Background: an optimization exercise with open tools, aiming at small area and a short achievable clock period. Do not read the settings as production practice. The RTL was checked by simulation tests, not by an equivalence proof against the original design. Power and IR drop assume default switching activity.

==> flow/design.v <==
module instr_mem_sync (
  input  logic        clk,
  input  logic        reset,
  input  logic        fetch_req,
  input  logic [31:0] fetch_addr,
  output logic        fetch_ready,
  output logic        fetch_valid,
  output logic [31:0] fetch_instr,
  output logic        fetch_fault,
  input  logic        prog_we,
  input  logic [5:0]  prog_addr,
  input  logic [31:0] prog_data,
  output logic        busy
);
  localparam logic [31:0] FILL_WORD = 32'h00000013;
  logic          busy_q, busy_out_q, ready_out_q;
  logic [5:0]    clr_cnt_q;
  logic          fetch_valid_q, fetch_fault_q;
  logic [31:0]   fetch_instr_q;
  logic [2047:0] mem_q;
  always_ff @(posedge clk) begin
    if (reset) begin
      busy_q    <= 1'b1;
      clr_cnt_q <= '0;
    end else if (busy_q) begin
      clr_cnt_q <= clr_cnt_q + 1'b1;
      if (&clr_cnt_q) busy_q <= 1'b0;
    end
  end
  always_ff @(posedge clk) begin
    busy_out_q  <= reset | (busy_out_q & ~(&clr_cnt_q));
    ready_out_q <= ~reset & (ready_out_q | (&clr_cnt_q));
  end
  logic [31:0] wr_data;
  logic [7:0]  wr_lo, wr_hi;
  logic [63:0] wr_en [2];
  assign wr_data = busy_q ? FILL_WORD : prog_data;
  always_comb
    for (int k = 0; k < 8; k++) begin
      wr_lo[k] = busy_q | (prog_we & (prog_addr[2:0] == k[2:0]));
      wr_hi[k] = busy_q | (prog_addr[5:3] == k[2:0]);
    end
  for (genvar i = 0; i < 64; i++) begin : g_word
    for (genvar h = 0; h < 2; h++) begin : g_half
      imem_and2 u_we (.a(wr_lo[i % 8]), .b(wr_hi[i / 8]), .y(wr_en[h][i]));
      always_ff @(posedge clk) begin
        if (wr_en[h][i]) mem_q[32*i + 16*h +: 16] <= wr_data[16*h +: 16];
      end
    end
  end
  logic        accept, fault, f;
  logic [63:0] sel [4];
  logic [31:0] rd_data;
  assign accept = fetch_req & ~busy_q;
  assign fault  = (|fetch_addr[1:0]) | (|fetch_addr[31:8]);
  assign f      = fault | reset;    
  logic [5:0] a_n;
  for (genvar k = 0; k < 6; k++) begin : g_ainv
    imem_inv u_inv (.a(fetch_addr[2+k]), .y(a_n[k]));
  end
  for (genvar c = 0; c < 4; c++) begin : g_selc
    logic [7:0] lo_n, hi_n;
    for (genvar k = 0; k < 8; k++) begin : g_pre
      imem_nand3 u_lo (.a(k[0] ? fetch_addr[2] : a_n[0]), .b(k[1] ? fetch_addr[3] : a_n[1]),
                       .c(k[2] ? fetch_addr[4] : a_n[2]), .y(lo_n[k]));
      imem_nand3 u_hi (.a(k[0] ? fetch_addr[5] : a_n[3]), .b(k[1] ? fetch_addr[6] : a_n[4]),
                       .c(k[2] ? fetch_addr[7] : a_n[5]), .y(hi_n[k]));
    end
    for (genvar w = 0; w < 64; w++) begin : g_sel
      imem_nor2 u_sel (.a(lo_n[w % 8]), .b(hi_n[w / 8]), .y(sel[c][w]));
    end
  end
  for (genvar b = 0; b < 32; b++) begin : g_rd
    logic [63:0] col;
    for (genvar i = 0; i < 64; i++) begin : g_col
      assign col[i] = mem_q[32*i + b];
    end
    imem_rd_bit #(.FILL(FILL_WORD[b])) u_rd (.sel(sel[b / 8]), .d(col), .f(f), .y(rd_data[b]));
  end
  always_ff @(posedge clk) begin
    if (reset) begin
      fetch_valid_q <= 1'b0;
      fetch_fault_q <= 1'b0;
    end else begin
      fetch_valid_q <= accept;
      fetch_fault_q <= accept & fault;
    end
    if (reset | accept) fetch_instr_q <= rd_data;
  end
  assign fetch_ready = ready_out_q;
  assign busy        = busy_out_q;
  assign fetch_valid = fetch_valid_q;
  assign fetch_fault = fetch_fault_q;
  assign fetch_instr = fetch_instr_q;
endmodule
module imem_rd_bit #(
  parameter logic FILL = 1'b0
) (
  input  logic [63:0] sel,
  input  logic [63:0] d,
  input  logic        f,
  output logic        y
);
  logic [21:0] t_n;    
  logic [5:0]  s;      
  logic [2:0]  u_n;    
  for (genvar g = 0; g < 21; g++) begin : g_ao
    imem_ao222n u_ao (.a1(sel[3*g]), .a2(d[3*g]), .b1(sel[3*g+1]), .b2(d[3*g+1]),
                      .c1(sel[3*g+2]), .c2(d[3*g+2]), .y(t_n[g]));
  end
  imem_nand2 u_t21 (.a(sel[63]), .b(d[63]), .y(t_n[21]));
  for (genvar k = 0; k < 5; k++) begin : g_s
    imem_nand4 u_s (.a(t_n[4*k]), .b(t_n[4*k+1]), .c(t_n[4*k+2]), .d(t_n[4*k+3]), .y(s[k]));
  end
  imem_nand2 u_s5 (.a(t_n[20]), .b(t_n[21]), .y(s[5]));
  for (genvar j = 0; j < 3; j++) begin : g_u
    imem_nor2 u_u (.a(s[2*j]), .b(s[2*j+1]), .y(u_n[j]));
  end
  assign y = FILL ? (~(u_n[0] & u_n[1] & u_n[2]) | f) : (~(u_n[0] & u_n[1] & u_n[2]) & ~f);
endmodule
module imem_ao222n (
  input  logic a1, a2, b1, b2, c1, c2,
  output logic y
);
  assign y = ~((a1 & a2) | (b1 & b2) | (c1 & c2));
endmodule
module imem_nand2 (
  input  logic a, b,
  output logic y
);
  assign y = ~(a & b);
endmodule
module imem_nand4 (
  input  logic a, b, c, d,
  output logic y
);
  assign y = ~(a & b & c & d);
endmodule
module imem_inv (
  input  logic a,
  output logic y
);
  assign y = ~a;
endmodule
module imem_nand3 (
  input  logic a, b, c,
  output logic y
);
  assign y = ~(a & b & c);
endmodule
module imem_nor2 (
  input  logic a, b,
  output logic y
);
  assign y = ~(a | b);
endmodule
module imem_and2 (
  input  logic a, b,
  output logic y
);
  assign y = a & b;
endmodule
Settings: LEC_CHECK=0, CAP_MARGIN=20, CORE_AREA=2.3 2.72 471.5 266.56, CTS_BUF_LIST=sky130_fd_sc_hd__clkbuf_16, CTS_CLUSTER_DIAMETER=100, CTS_CLUSTER_SIZE=20, DIE_AREA=0 0 473.8 269.28, SETUP_SLACK_MARGIN=1.8, SLEW_MARGIN=20, SYNTH_HIERARCHICAL=1, TNS_END_PERCENT=20; clock period 4.0 ns.
standard.sh (not shown) runs the stock make flow with config.mk's settings and CLKGATE_MAP_FILE= SYNTH_SCRIPT=/design/flow/synth_recipe.tcl, a recipe that flattens the netlist after the stock synthesis.
==> flow/flow/run.sh <==
#!/bin/bash
# Layout flow: the standard flow (standard.sh), with the 64x32 memory flip-flops placed as a
# regular array before global placement (pre_gpl.tcl) and released again after it (post_gpl.tcl),
# and the pins placed in regions that match that array (pre_iop.tcl).
# Port buffers are buf_4 rather than the default pick (a slow delay buffer), and the resizer may
# swap a cell for any cell of the same function (MATCH_CELL_FOOTPRINT=0).
# Everything else -- synthesis, floorplan, power grid, CTS, routing -- is the standard flow.
# make's output goes to standard.log; each ORFS step keeps its own log under orfs/logs/.
set -euo pipefail
here=$(pwd)
export PRE_GLOBAL_PLACE_TCL=$here/flow/pre_gpl.tcl
export POST_GLOBAL_PLACE_TCL=$here/flow/post_gpl.tcl
export PRE_IO_PLACEMENT_TCL=$here/flow/pre_iop.tcl
export BUFFER_PORTS_ARGS="-buffer_cell sky130_fd_sc_hd__buf_4"
bash standard.sh MATCH_CELL_FOOTPRINT=0 finish > standard.log 2>&1
==> flow/flow/post_gpl.tcl <==
# Release the memory flops placed before global placement, so later steps treat them as
# ordinary placed cells.
foreach inst [[ord::get_db_block] getInsts] {
  if {[$inst getPlacementStatus] eq "FIRM"} { $inst setPlacementStatus PLACED }
}
==> flow/flow/pre_gpl.tcl <==
# Place the 64x32 memory flip-flops as a regular array before global placement: word w on a
# row of its own, bit b in the b-th flop slot of that row (slots fill the gaps between tap cells). Every third word is followed
# by logic rows that hold that group's read gates. The flops are held in place during global
# placement (FIRM) so the rest of the logic is placed around them. The read gates of each bit
# are placed next to the words they read (see the end of this file).
set block [ord::get_db_block]
set dbu [$block getDbUnitsPerMicron]
set logic_rows_per_group [expr {[info exists ::env(IMEM_LOGIC_ROWS)] ? $::env(IMEM_LOGIC_ROWS) : 1}]

# Rows sorted bottom to top.
set rows [lsort -command {apply {{a b} {expr {[lindex [$a getOrigin] 1] - [lindex [$b getOrigin] 1]}}}} [$block getRows]]
set nrows [llength $rows]

# Fixed cells (taps) per row, as site intervals.
set site_w [[[lindex $rows 0] getSite] getWidth]
array set taps {}
foreach inst [$block getInsts] {
  if {[[$inst getMaster] getType] ne "CORE_WELLTAP" && ![string match *tapvpwrvgnd* [[$inst getMaster] getName]]} { continue }
  set loc [$inst getLocation]
  lappend taps([lindex $loc 1]) [list [lindex $loc 0] [expr {[lindex $loc 0] + [[$inst getMaster] getWidth]}]]
}

# Memory flops by (word, bit).
array set ff {}
set ffw 0
foreach inst [$block getInsts] {
  if {[regexp {^mem_q\\?\[(\d+)\\?\]} [$inst getName] -> idx]} {
    set ff([expr {$idx / 32}],[expr {$idx % 32}]) $inst
    set ffw [[$inst getMaster] getWidth]
  }
}
if {[array size ff] != 2048} { error "expected 2048 memory flops, found [array size ff]" }

# Row plan: word rows and logic rows, centred vertically.
set plan {}
for {set g 0} {$g < 22} {incr g} {
  for {set k 0} {$k < 3} {incr k} {
    set w [expr {3 * $g + $k}]
    if {$w < 64} { lappend plan $w }
  }
  if {$g < 21} { for {set k 0} {$k < $logic_rows_per_group} {incr k} { lappend plan L } }
}
set used [llength $plan]
if {$used > $nrows} { error "need $used rows, have $nrows" }
set r0 [expr {($nrows - $used) / 2}]

# Site occupancy per row index, for the read gates placed below.
set ::rows $rows
set ::site_w $site_w
proc imem_mark {ri s0 n} { for {set s $s0} {$s < $s0 + $n} {incr s} { set ::occ($ri,$s) 1 } }
for {set ri 0} {$ri < $nrows} {incr ri} {
  set row [lindex $rows $ri]
  set y [lindex [$row getOrigin] 1]
  set x0 [lindex [$row getOrigin] 0]
  if {[info exists taps($y)]} {
    foreach t $taps($y) {
      set s0 [expr {([lindex $t 0] - $x0) / $site_w}]
      imem_mark $ri $s0 [expr {([lindex $t 1] - [lindex $t 0] + $site_w - 1) / $site_w}]
    }
  }
}

set lrow {}
set i 0
foreach p $plan {
  set ri [expr {$r0 + $i}]
  set row [lindex $rows $ri]
  incr i
  if {$p eq "L"} { lappend lrow $ri; continue }
  set y [lindex [$row getOrigin] 1]
  set x0 [lindex [$row getOrigin] 0]
  set x1 [expr {$x0 + [$row getSiteCount] * $site_w}]
  # Flop slots: as many flops as fit in each free gap between taps, packed from its left end.
  set iv [lsort -integer -index 0 [expr {[info exists taps($y)] ? $taps($y) : {}}]]
  set gaps {}
  set cur $x0
  foreach t [concat $iv [list [list $x1 $x1]]] {
    for {set x $cur} {$x + $ffw <= [lindex $t 0]} {incr x $ffw} { lappend gaps $x }
    set cur [lindex $t 1]
  }
  set ng [llength $gaps]
  if {$ng < 32} { error "row at $y has only $ng flop slots" }
  set first [expr {($ng - 32) / 2}]
  for {set b 0} {$b < 32} {incr b} {
    set inst $ff($p,$b)
    $inst setOrient [$row getOrient]
    set x [lindex $gaps [expr {$first + $b}]]
    $inst setLocation $x $y
    $inst setPlacementStatus FIRM
    imem_mark $ri [expr {($x - $x0) / $site_w}] [expr {$ffw / $site_w}]
  }
}
puts "imem: placed 2048 memory flops on $used rows starting at row $r0 of $nrows"

# Read gates of each bit, found through the netlist: the gate reading words 3g..3g+2 goes on
# the logic row after that group, in the bit's column; the 4-input NAND of groups 4k..4k+3 on
# the logic row after group 4k+1; the three 2-input NORs on the logic rows after groups 4, 12, 18.
proc imem_loads {inst} {
  set res {}
  foreach it [$inst getITerms] {
    if {![$it isOutputSignal]} { continue }
    set net [$it getNet]
    if {$net eq "NULL"} { continue }
    foreach it2 [$net getITerms] {
      if {[$it2 isInputSignal]} { lappend res [$it2 getInst] }
    }
  }
  return $res
}
proc imem_one_load {inst} {
  set l [imem_loads $inst]
  if {[llength $l] != 1} { error "[$inst getName]: expected one load, found [llength $l]" }
  return [lindex $l 0]
}
proc imem_place_near {inst ri xt} {
  set row [lindex $::rows $ri]
  set x0 [lindex [$row getOrigin] 0]
  set n [$row getSiteCount]
  set w [expr {([[$inst getMaster] getWidth] + $::site_w - 1) / $::site_w}]
  set st [expr {int(round(double($xt - $x0) / $::site_w))}]
  for {set d 0} {$d < 400} {incr d} {
    foreach s [list [expr {$st + $d}] [expr {$st - $d}]] {
      if {$s < 0 || $s + $w > $n} { continue }
      set free 1
      for {set k $s} {$k < $s + $w} {incr k} { if {[info exists ::occ($ri,$k)]} { set free 0; break } }
      if {$free} {
        $inst setOrient [$row getOrient]
        $inst setLocation [expr {$x0 + $s * $::site_w}] [lindex [$row getOrigin] 1]
        $inst setPlacementStatus FIRM
        imem_mark $ri $s $w
        return
      }
    }
  }
  error "no room for [$inst getName] on row $ri"
}

set ntree 0
for {set b 0} {$b < 32} {incr b} {
  set ao {}
  for {set g 0} {$g < 22} {incr g} {
    set f $ff([expr {3 * $g}],$b)
    set a [imem_one_load $f]
    lappend ao $a
    set xt [lindex [$f getLocation] 0]
    imem_place_near $a [lindex $lrow [expr {min($g, 20)}]] $xt
    incr ntree
  }
  set xb [lindex [$ff(30,$b) getLocation] 0]
  set nd {}
  for {set k 0} {$k < 6} {incr k} {
    set c [imem_one_load [lindex $ao [expr {4 * $k}]]]
    lappend nd $c
    imem_place_near $c [lindex $lrow [expr {min(4 * $k + 1, 20)}]] $xb
    incr ntree
  }
  # The word-select drivers of each copy (bits 8c..8c+7) go next to their gates in bit 8c+4.
  if {$b % 8 == 4} {
    for {set g 0} {$g < 22} {incr g} {
      set a [lindex $ao $g]
      foreach it [$a getITerms] {
        if {![$it isInputSignal]} { continue }
        set net [$it getNet]
        if {$net eq "NULL"} { continue }
        foreach it2 [$net getITerms] {
          if {![$it2 isOutputSignal]} { continue }
          set drv [$it2 getInst]
          if {![string match *edfxtp* [[$drv getMaster] getName]] && [$drv getPlacementStatus] ne "FIRM"} {
            imem_place_near $drv [lindex $lrow [expr {min($g, 20)}]] [lindex [$a getLocation] 0]
            incr ntree
          }
        }
      }
    }
  }
  foreach k {0 2 4} r {4 12 18} {
    imem_place_near [imem_one_load [lindex $nd $k]] [lindex $lrow $r] $xb
    incr ntree
  }
}
puts "imem: placed $ntree read gates and word-select drivers"
Other scripts of this flow, unchanged in this note and not shown: flow/flow/pre_iop.tcl
The baseline completed with no timing, DRC or antenna violations.
Rerun with:
--- a/flow/flow/run.sh
+++ b/flow/flow/run.sh
@@ -2,4 +2,6 @@
 # Layout flow: the standard flow (standard.sh), with the 64x32 memory flip-flops placed as a
-# regular array before global placement (pre_gpl.tcl) and released again after it (post_gpl.tcl),
-# and the pins placed in regions that match that array (pre_iop.tcl).
+# regular array before global placement (pre_gpl.tcl), with the read gates next to the words
+# they read; the word-select drivers are released after global placement (post_gpl.tcl) and
+# the rest after routing (pre_fill.tcl). The pins go in regions that match the array
+# (pre_iop.tcl).
 # Port buffers are buf_4 rather than the default pick (a slow delay buffer), and the resizer may
@@ -13,2 +15,3 @@
 export PRE_IO_PLACEMENT_TCL=$here/flow/pre_iop.tcl
+export PRE_FILLCELL_TCL=$here/flow/pre_fill.tcl
 export BUFFER_PORTS_ARGS="-buffer_cell sky130_fd_sc_hd__buf_4"
==> flow/flow/post_gpl.tcl (replaced) <==
# After global placement, release the word-select drivers and the read tree's 2-input NORs
# placed by pre_gpl.tcl, so that later steps may resize and move them. The memory flops and
# the other read gates stay fixed until routing is done (pre_fill.tcl releases them), so that
# legalizing the buffers added later does not push them away from the words they read.
foreach inst [[ord::get_db_block] getInsts] {
  if {[$inst getPlacementStatus] eq "FIRM" && [string match *nor2_* [[$inst getMaster] getName]]} {
    $inst setPlacementStatus PLACED
  }
}
==> flow/flow/pre_fill.tcl (new file) <==
# Routing is done: release the cells pre_gpl.tcl placed, so the final layout holds them as
# ordinary placed cells.
foreach inst [[ord::get_db_block] getInsts] {
  if {[$inst getPlacementStatus] eq "FIRM"} { $inst setPlacementStatus PLACED }
}
--- a/flow/flow/pre_gpl.tcl
+++ b/flow/flow/pre_gpl.tcl
@@ -8,2 +8,17 @@
 set logic_rows_per_group [expr {[info exists ::env(IMEM_LOGIC_ROWS)] ? $::env(IMEM_LOGIC_ROWS) : 1}]
+
+# The word write-enable drivers (2-input ANDs driving 16 flops' DE pins each) start at the
+# strongest AND2 rather than the smallest.
+set and2_4 [[ord::get_db] findMaster sky130_fd_sc_hd__and2_4]
+set nwe 0
+foreach inst [$block getInsts] {
+  if {[[$inst getMaster] getName] ne "sky130_fd_sc_hd__and2_1"} { continue }
+  set de 0
+  foreach it [$inst getITerms] {
+    if {![$it isOutputSignal] || [$it getNet] eq "NULL"} { continue }
+    foreach it2 [[$it getNet] getITerms] { if {[[$it2 getMTerm] getName] eq "DE"} { incr de } }
+  }
+  if {$de >= 8} { $inst swapMaster $and2_4; incr nwe }
+}
+puts "imem: $nwe write-enable drivers set to and2_4"
 
Outcome:
- The changed run passed the timing, design-rule and antenna checks
- final area is higher slightly
- non-clock buffer count went up by 23
- die area stays the same
- power grows slightly

==> static timing again, ports no longer ideal <==
Ports are ideal in the flow. The routed layouts listed here were re-timed in OpenROAD.
Step 1 assumes that a clkbuf_16 drives the clock port and a buf_2 every other input.
Step 2 times the ports against the registers' clock, not the clock port: input delays grow and output delays shrink by t, the midpoint of the rising clock arrivals with the driver on.
a / b / c = ideal / step 1 / step 2; a / b = the first two.
| run | t, ns | setup slack, ns | worst setup path at the end | slew at the worst register clock pin (ns) |
|---|---|---|---|---|
| the first run | 0.788 | 1.584 / 1.560 / 0.772 | input to register | 0.08 / 0.08 |
| the second run | 0.794 | 1.619 / 1.572 / 0.778 | input to register | 0.09 / 0.09 |
After both steps every run listed still meets setup and hold. The setup slack of the second run, which loses most, moves by -0.047 ns with the drivers and by -0.841 ns with both steps.
